This is an optimization exercise on Yosys and OpenROAD, whose aim is small area, a short achievable clock period and few clock cycles per item, not a production implementation. At most, simulation tests tie the RTL to the original design; equivalence was not proved.

== v4 ==
// subbytes_stream
module subbytes_stream
#(
   parameter int LANES      = 16,
   parameter int CNT_W      = 32
) (
   input  logic                    clk,
   input  logic                    rst,
   input  logic                    in_valid,
   output logic                    in_ready,
   input  logic [aes_pkg::BYTE_W*LANES-1:0] in_data,
   input  logic                    in_inv,
   input  logic                    in_last,
   output logic                    out_valid,
   input  logic                    out_ready,
   output logic [aes_pkg::BYTE_W*LANES-1:0] out_data,
   output logic                    out_last,
   output logic [CNT_W-1:0]        beat_count
);
Size: about 3300 cells after synthesis, ~360 flip-flops, roughly 34000 µm² of cells after synthesis.
export LEC_CHECK = 0
export CAP_MARGIN = 20
export CORE_MARGIN = 2
export CORE_UTILIZATION = 45
export CTS_BUF_LIST = sky130_fd_sc_hd__clkbuf_8 sky130_fd_sc_hd__clkbuf_16
export CTS_CLUSTER_DIAMETER = 100
export CTS_CLUSTER_SIZE = 30
export PLACE_DENSITY = 0.6
export SETUP_SLACK_MARGIN = 2.3
export SLEW_MARGIN = 20
export SYNTH_HIERARCHICAL = 1
export SYNTH_MINIMUM_KEEP_SIZE = 0
create_clock -name core_clock -period 5.5 [get_ports {clk}]
standard.sh (not shown) runs the stock make flow with config.mk's settings and CLKGATE_MAP_FILE= SYNTH_SCRIPT=/design/flow/synth_recipe.tcl, a recipe that flattens the netlist after the stock synthesis.
==> flow/flow/run.sh <==
#!/bin/bash
# The standard layout (standard.sh), except that the port buffers that
# buffer_ports inserts are sky130_fd_sc_hd__buf_2 cells instead of its default pick.
set -euo pipefail
export BUFFER_PORTS_ARGS="-buffer_cell sky130_fd_sc_hd__buf_2"
bash standard.sh > standard_make.log 2>&1
Testbench counts of v4, summed over its fixed seeds: cycles 4,112, items 4,096.
Changes in v27 relative to v4:
Settings: CTS_BUF_LIST changed from sky130_fd_sc_hd__clkbuf_8 sky130_fd_sc_hd__clkbuf_16 to sky130_fd_sc_hd__clkbuf_4 sky130_fd_sc_hd__clkbuf_8; CTS_CLUSTER_SIZE removed (was 30); SETUP_SLACK_MARGIN changed from 2.3 to 2.45; CTS_CLUSTER_DIAMETER removed (was 100).
==> comparison <==
- When the final numbers for v27 and v4 were put side by side, the worst hold slack turned out to be greater in v4.
- Going from v4 to v27, fraction of area in multi-input gates down 0.37 points, largest fanout of any net on the critical path went down 12, first-iteration DRC count decreased by 2.7% relative to the old numbers, share of final layout cell area taken by clock buffers and inverters went up by 1.1 points.
- Final worst-path setup slack (v27 over v4): increase, 36 ps
- v27 vs v4 — length of routed met3 wiring climbed by a few percent
- As far as synthesized netlist cell count goes, v27 and v4 are indistinguishable; the numbers are identical.
- | wire length reported by the detailed router | higher: v27 |
Setup changes, v27 to v54
Settings: swapping 0.6 for 0.7 in PLACE_DENSITY; putting CTS_CLUSTER_SIZE at 20 where nothing was set; putting CTS_CLUSTER_DIAMETER at 80 where nothing was set; swapping 2.45 for 2.3 in SETUP_SLACK_MARGIN; swapping 45 for 55 in CORE_UTILIZATION.
Notes after the runs:
- Every run (v54 and v27) finished clean.
- Sort v54 and v27 by filler cell count, descending, and v27 comes first.
- v27 → v54: full die area -about 18%, initial detailed-routing violation count shows an increase of 126.

========
Starting RTL as in the previous note.
Settings: LEC_CHECK=0, CAP_MARGIN=20, CORE_MARGIN=2, CORE_UTILIZATION=45, CTS_BUF_LIST=sky130_fd_sc_hd__clkbuf_4 sky130_fd_sc_hd__clkbuf_8, PLACE_DENSITY=0.6, SETUP_SLACK_MARGIN=2.3, SLEW_MARGIN=20, SYNTH_HIERARCHICAL=1, SYNTH_MINIMUM_KEEP_SIZE=0, TNS_END_PERCENT=20; clock period 5.5 ns.
Scripts as last shown in full above: flow/flow/run.sh
Testbench counts at the start, summed over its fixed seeds: cycles 4,112, items 4,096.
Next try:
CTS_BUF_LIST = sky130_fd_sc_hd__clkbuf_8 sky130_fd_sc_hd__clkbuf_16   (was sky130_fd_sc_hd__clkbuf_4 sky130_fd_sc_hd__clkbuf_8)
CTS_CLUSTER_DIAMETER = 120   (was unset)
CTS_CLUSTER_SIZE = 24   (was unset)
TNS_END_PERCENT = unset   (was 20)
After rerunning:
- The changed run produced a clean layout
- via count drops by 2.2%
- sequential share of layout area climbs by 0.36 points
- critical path depth is unchanged
- die area does not change
- cell count drops by 2.0%
- worst hold slack improved by 0.023 ns
Next try:
CTS_BUF_LIST = sky130_fd_sc_hd__clkbuf_4 sky130_fd_sc_hd__clkbuf_8   (was sky130_fd_sc_hd__clkbuf_8 sky130_fd_sc_hd__clkbuf_16)
CTS_CLUSTER_DIAMETER = 80   (was 120)
CTS_CLUSTER_SIZE = 16   (was 24)
The new run ran to the end with no violations.
Global-route usage increases by 0.16 points.
Register-to-register slack degrades by 0.02 ns.
Count of clock-buffer cells in the layout increases by 20.
Clock skew increases by 0.0033 ns.
Maximum frequency increases by 0.85%.
Hold slack improves by 0.0037 ns.
Die area does not change.
Via count is about the same.
Routed wire length increases by 3.1%.
First-iteration DRC count decreases by 0.82%.
Next try:
CORE_UTILIZATION = 40   (was 45)
CTS_CLUSTER_SIZE = 20   (was 16)
PLACE_DENSITY = 0.55   (was 0.6)
Outcome: The changed run produced a clean layout. Register-to-register slack barely changes. First-iteration DRC count fell by 4.1%. Worst setup slack stays flat. Via count rose by about 0.32%. Synthesized cell count is unchanged. Fmax is about the same. Wire length rose by 1.3%. Non-clock buffer count rose by 13. Die area rose by 12%. Sequential share of layout area fell by 0.18 points.

========
subbytes_stream again, from the RTL that the note above started with.
clock: 5.5 ns
lec_check: 0
cap_margin: 20
core_margin: 2
core_utilization: 45
cts_buf_list: sky130_fd_sc_hd__clkbuf_8 sky130_fd_sc_hd__clkbuf_16
cts_cluster_diameter: 100
cts_cluster_size: 20
place_density: 0.6
setup_slack_margin: 2.3
slew_margin: 20
synth_hierarchical: 1
synth_minimum_keep_size: 0
Scripts as last shown in full above: flow/flow/run.sh
Testbench counts at the start, summed over its fixed seeds: cycles 4,112, items 4,096.
Next try:
Settings changed: CTS_BUF_LIST sky130_fd_sc_hd__clkbuf_8 sky130_fd_sc_hd__clkbuf_16 to sky130_fd_sc_hd__clkbuf_4 sky130_fd_sc_hd__clkbuf_8, CTS_CLUSTER_DIAMETER 100 to 80, SETUP_SLACK_MARGIN 2.3 to 2.2.
Final area decreases by a few percent.
Non-clock buffer count falls by 12.
First-iteration DRC count went up by about a fifth.
Setup slack degrades by 0.088 ns.
Final cell count hardly moves.
Die area stays the same.
Area after synthesis stays the same.
Next try:
Settings changed: CORE_UTILIZATION 45 to 50, CTS_CLUSTER_DIAMETER 80 to default, CTS_CLUSTER_SIZE 20 to default, PLACE_DENSITY 0.6 to 0.65, SETUP_SLACK_MARGIN 2.2 to 2.3.
Effect: The new run finished clean. Clock-buffer cell count rose by 52. Via count is higher by 5.5%. Fmax rises by 2.3%. Cell area is higher by 2.9%. Worst setup slack gets better by 0.071 ns.
Next try:
Settings changed: CORE_UTILIZATION 50 to 45, PLACE_DENSITY 0.65 to 0.6, TNS_END_PERCENT from default to 50.
Routed wire length falls by 4.5%.
Die area increases by 11%.
Core utilization decreases by 6.0 points.
Design area decreases by 0.49%.
Next try:
Settings changed: TNS_END_PERCENT 50 to default.
Outcome: The new run went through all stages and came out clean; cell count hardly moves; die area does not change; setup slack is better by 0.12 ns; routed wire length increases by about 0.65%; worst hold slack improves by 0.015 ns; core utilization went up by 0.56 points; synthesized area does not change; global-route usage stays flat; clock skew goes down by 0.024 ns.
Next try:
Settings changed: CTS_CLUSTER_DIAMETER from default to 80, CTS_CLUSTER_SIZE from default to 20.
The new run passed the timing, design-rule and antenna checks.
Synthesized area does not change.
Wire length went down by 0.85%.
Synthesized cell count does not change.
Final area went down by 1.2%.
Register-to-register slack is about the same.
Die area is unchanged.

========
Another version of the RTL of subbytes_stream (not shown whole).
Size in the first run: about 360 flip-flops, ~300 I/O pins, about 34000 um^2 of cells after synthesis.
==> flow/config.mk <==
export PLATFORM = sky130hd
export DESIGN_NAME = subbytes_stream
export DESIGN_NICKNAME = subbytes_stream
export VERILOG_FILES = /design/flow/design.v
export SDC_FILE = /design/flow/constraint.sdc
export NUM_CORES = 8
export LEC_CHECK = 0
export CAP_MARGIN = 20
export CORE_MARGIN = 2
export CORE_UTILIZATION = 45
export CTS_BUF_LIST = sky130_fd_sc_hd__clkbuf_4 sky130_fd_sc_hd__clkbuf_8
export PLACE_DENSITY = 0.6
export SETUP_SLACK_MARGIN = 2.2
export SLEW_MARGIN = 20
export SYNTH_HIERARCHICAL = 1
export SYNTH_MINIMUM_KEEP_SIZE = 0
==> flow/constraint.sdc <==
create_clock -name core_clock -period 5.5 [get_ports {clk}]
set_input_delay 1.1000 -clock core_clock [delete_from_list [all_inputs] [get_ports {clk}]]
set_output_delay 1.1000 -clock core_clock [all_outputs]
set_load 0.01 [all_outputs]
Scripts as last shown in full above: flow/flow/run.sh
Change:
- SETUP_SLACK_MARGIN: 2.2 -> 2.4
After rerunning: The new run went through all stages and came out clean. First-iteration DRC count shrinks by 29%. Synthesized cell count does not change. Hold slack gets better by 3.5 ps. Wire length grows by about 4.7%. Sequential cell count does not change.
No functional check of the RTL was part of any run of this note.

========
violet:
Another version of the RTL of subbytes_stream (not shown whole).
For scale: roughly 360 flip-flops, ~300 I/O pins, ~35,000 sq um of cells after synthesis.
==> flow/design.v (excerpt) <==
module subbytes_stream
#(
   parameter int LANES      = 16,
   parameter int CNT_W      = 32
) (
   input  logic                    clk,
   input  logic                    rst,
   input  logic                    in_valid,
   output logic                    in_ready,
   input  logic [aes_pkg::BYTE_W*LANES-1:0] in_data,
   input  logic                    in_inv,
   input  logic                    in_last,
   output logic                    out_valid,
   input  logic                    out_ready,
   output logic [aes_pkg::BYTE_W*LANES-1:0] out_data,
   output logic                    out_last,
   output logic [CNT_W-1:0]        beat_count
);
   localparam int W1 = 12;
   localparam int W2 = 8;
   logic [W1*LANES-1:0] s1_d, s1_q;
   logic [W2*LANES-1:0] s2_d, s2_q;
   logic [2:1] inv_q, last_q, valid_q;
   logic load, in_fire;
   logic [CNT_W-1:0] cnt_q, cnt_d;
   genvar gi;
   for (gi = 0; gi < LANES; gi++) begin : g_lane
      sbox_st0 u_st0 (.si(in_data[aes_pkg::BYTE_W*gi +: aes_pkg::BYTE_W]), .inv(in_inv), .so(s1_d[W1*gi +: W1]));
      sbox_st1 u_st1 (.si(s1_q[W1*gi +: W1]), .inv(inv_q[1]), .so(s2_d[W2*gi +: W2]));
      sbox_st2 u_st2 (.si(s2_q[W2*gi +: W2]), .inv(inv_q[2]), .so(out_data[aes_pkg::BYTE_W*gi +: aes_pkg::BYTE_W]));
   end
   assign load      = ~valid_q[2] | out_ready;
  ...
clock: 5.5 ns
lec_check: 0
cap_margin: 20
core_margin: 2
core_utilization: 45
place_density: 0.6
setup_slack_margin: 2.5
slew_margin: 20
synth_hierarchical: 1
synth_minimum_keep_size: 0
run.sh (not shown) runs the stock make flow with config.mk's settings and CLKGATE_MAP_FILE= SYNTH_SCRIPT=/design/flow/synth_recipe.tcl, a recipe that flattens the netlist after the stock synthesis.
Stock flow here: none of the scripts above is used.
violet: flow completed, timing, DRC and antenna clean
Inputs modified between violet and garnet:
Settings: SETUP_SLACK_MARGIN now 1.5, was 2.5.
==> comparison <==
- Going from violet to garnet, final area shrank by 24%, global-route usage shrank by 4.2 points, share of the core filled with cells in the final layout shrank by 17 points.
- Higher first-iteration DRC count was reported by violet, not garnet.
- Going from violet to garnet, fraction of met2 tracks used by global routing shrinks by 9.6 points.
- On worst setup margin, the lower figure sits with garnet, not violet.
- The floorplan die width on violet is in line with that on garnet.
- Final-stage net count on garnet is down relative to violet.
- Summary of the comparison: fmax is lower in garnet, relative to violet.
Input-level comparison between quartz and garnet:
Settings: clearing SETUP_SLACK_MARGIN, which used to be 1.5.
[summary]
The flow did not stop early for quartz: all stages ran, and the layout cleared the timing, design-rule and antenna checks.
garnet → quartz: fill cell total of the finished layout increased about 2%; signed area change from the synthesized netlist to the final layout went down 3.2 points; minimum hold slack rose 14 ps; wire length reported by the detailed router went down.
Run comparison: quartz critical path launch point inv_q[2]$_DFFE_PP_; garnet critical path launch point in_data[83]
Delta (quartz minus garnet): initial antenna violation count went down, total routing resource utilization after global routing saw little to no change.
Clock-cell share of area, garnet and quartz: larger value in garnet
--- input diff quartz..zinc ---
Settings: SETUP_SLACK_MARGIN: unset -> 2.0.
Delta (zinc minus quartz): worst setup slack now sits higher; largest net degree at the start of global routing now sits lower; half-perimeter wire length after placement now sits at about the same level.
Diff quartz -> zinc | number of gates resized after CTS | increase of 247
No functional check of the RTL was part of any run of this note.

==> afterwards: timing with drivers on the ports <==
In the flow no input, the clock included, has a driving cell. The finished layouts below were timed again as built, in two steps.
Step 1 assumes that a clkbuf_16 drives the clock port and a buf_2 every other input.
Step 2 also shifts input and output timing later by t, the mid clock arrival at the registers, as if the neighbouring blocks saw the same clock.
Three values: ideal, step 1, step 2; two values: the first two.
run | t (ns) | setup slack, ns | latest minus earliest clock arrival (ns) | slew at the worst register clock pin (ns) | pins driven straight from the clock port
v4 | 0.635 | 2.409 / 2.185 / 1.550 | 0.032 / 0.032 | 0.10 / 0.10 | 1
v27 | 0.663 | 2.445 / 2.308 / 1.645 | 0.032 / 0.032 | 0.07 / 0.07 | 1
v54 | 0.681 | 2.367 / 2.309 / 1.633 | 0.031 / 0.031 | 0.12 / 0.12 | 1
the first run of note 2 | 0.662 | 2.274 / 2.268 / 1.606 | 0.045 / 0.044 | 0.07 / 0.07 | 1
the second run of note 2 | 0.598 | 2.377 / 2.148 / 1.550 | 0.021 / 0.020 | 0.11 / 0.11 | 1
the third run of note 2 | 0.724 | 2.403 / 2.249 / 1.525 | 0.023 / 0.024 | 0.11 / 0.11 | 1
the fourth run of note 2 | 0.714 | 2.400 / 2.307 / 1.593 | 0.030 / 0.029 | 0.13 / 0.13 | 1
the first run of note 3 | 0.641 | 2.392 / 2.169 / 1.528 | 0.033 / 0.033 | 0.09 / 0.09 | 1
the second run of note 3 | 0.716 | 2.303 / 2.284 / 1.578 | 0.028 / 0.029 | 0.12 / 0.12 | 1
the third run of note 3 | 0.665 | 2.374 / 2.202 / 1.538 | 0.027 / 0.027 | 0.06 / 0.06 | 1
the fourth run of note 3 | 0.664 | 2.310 / 2.195 / 1.531 | 0.050 / 0.050 | 0.06 / 0.06 | 1
the fifth run of note 3 | 0.686 | 2.426 / 2.214 / 1.528 | 0.032 / 0.031 | 0.06 / 0.06 | 1
the sixth run of note 3 | 0.736 | 2.375 / 2.269 / 1.533 | 0.027 / 0.027 | 0.11 / 0.11 | 1
the first run of note 4 | 0.669 | 2.206 / 2.200 / 1.532 | 0.035 / 0.035 | 0.06 / 0.06 | 1
the second run of note 4 | 0.659 | 2.386 / 2.229 / 1.570 | 0.037 / 0.037 | 0.06 / 0.06 | 1
violet | 0.637 | 2.005 / 2.005 / 1.766 | 0.033 / 0.033 | 0.07 / 0.07 | 1
garnet | 0.641 | 1.675 / 1.708 / 1.066 | 0.023 / 0.023 | 0.06 / 0.06 | 1
quartz | 0.645 | 1.293 / 1.229 / 1.102 | 0.026 / 0.026 | 0.06 / 0.06 | 1
zinc | 0.649 | 2.038 / 2.023 / 1.427 | 0.023 / 0.022 | 0.06 / 0.06 | 1
After both steps every run listed still meets setup and hold. The setup slack of the fifth run of note 3, which loses most, moves by -0.212 ns with the drivers and by -0.898 ns with both steps.
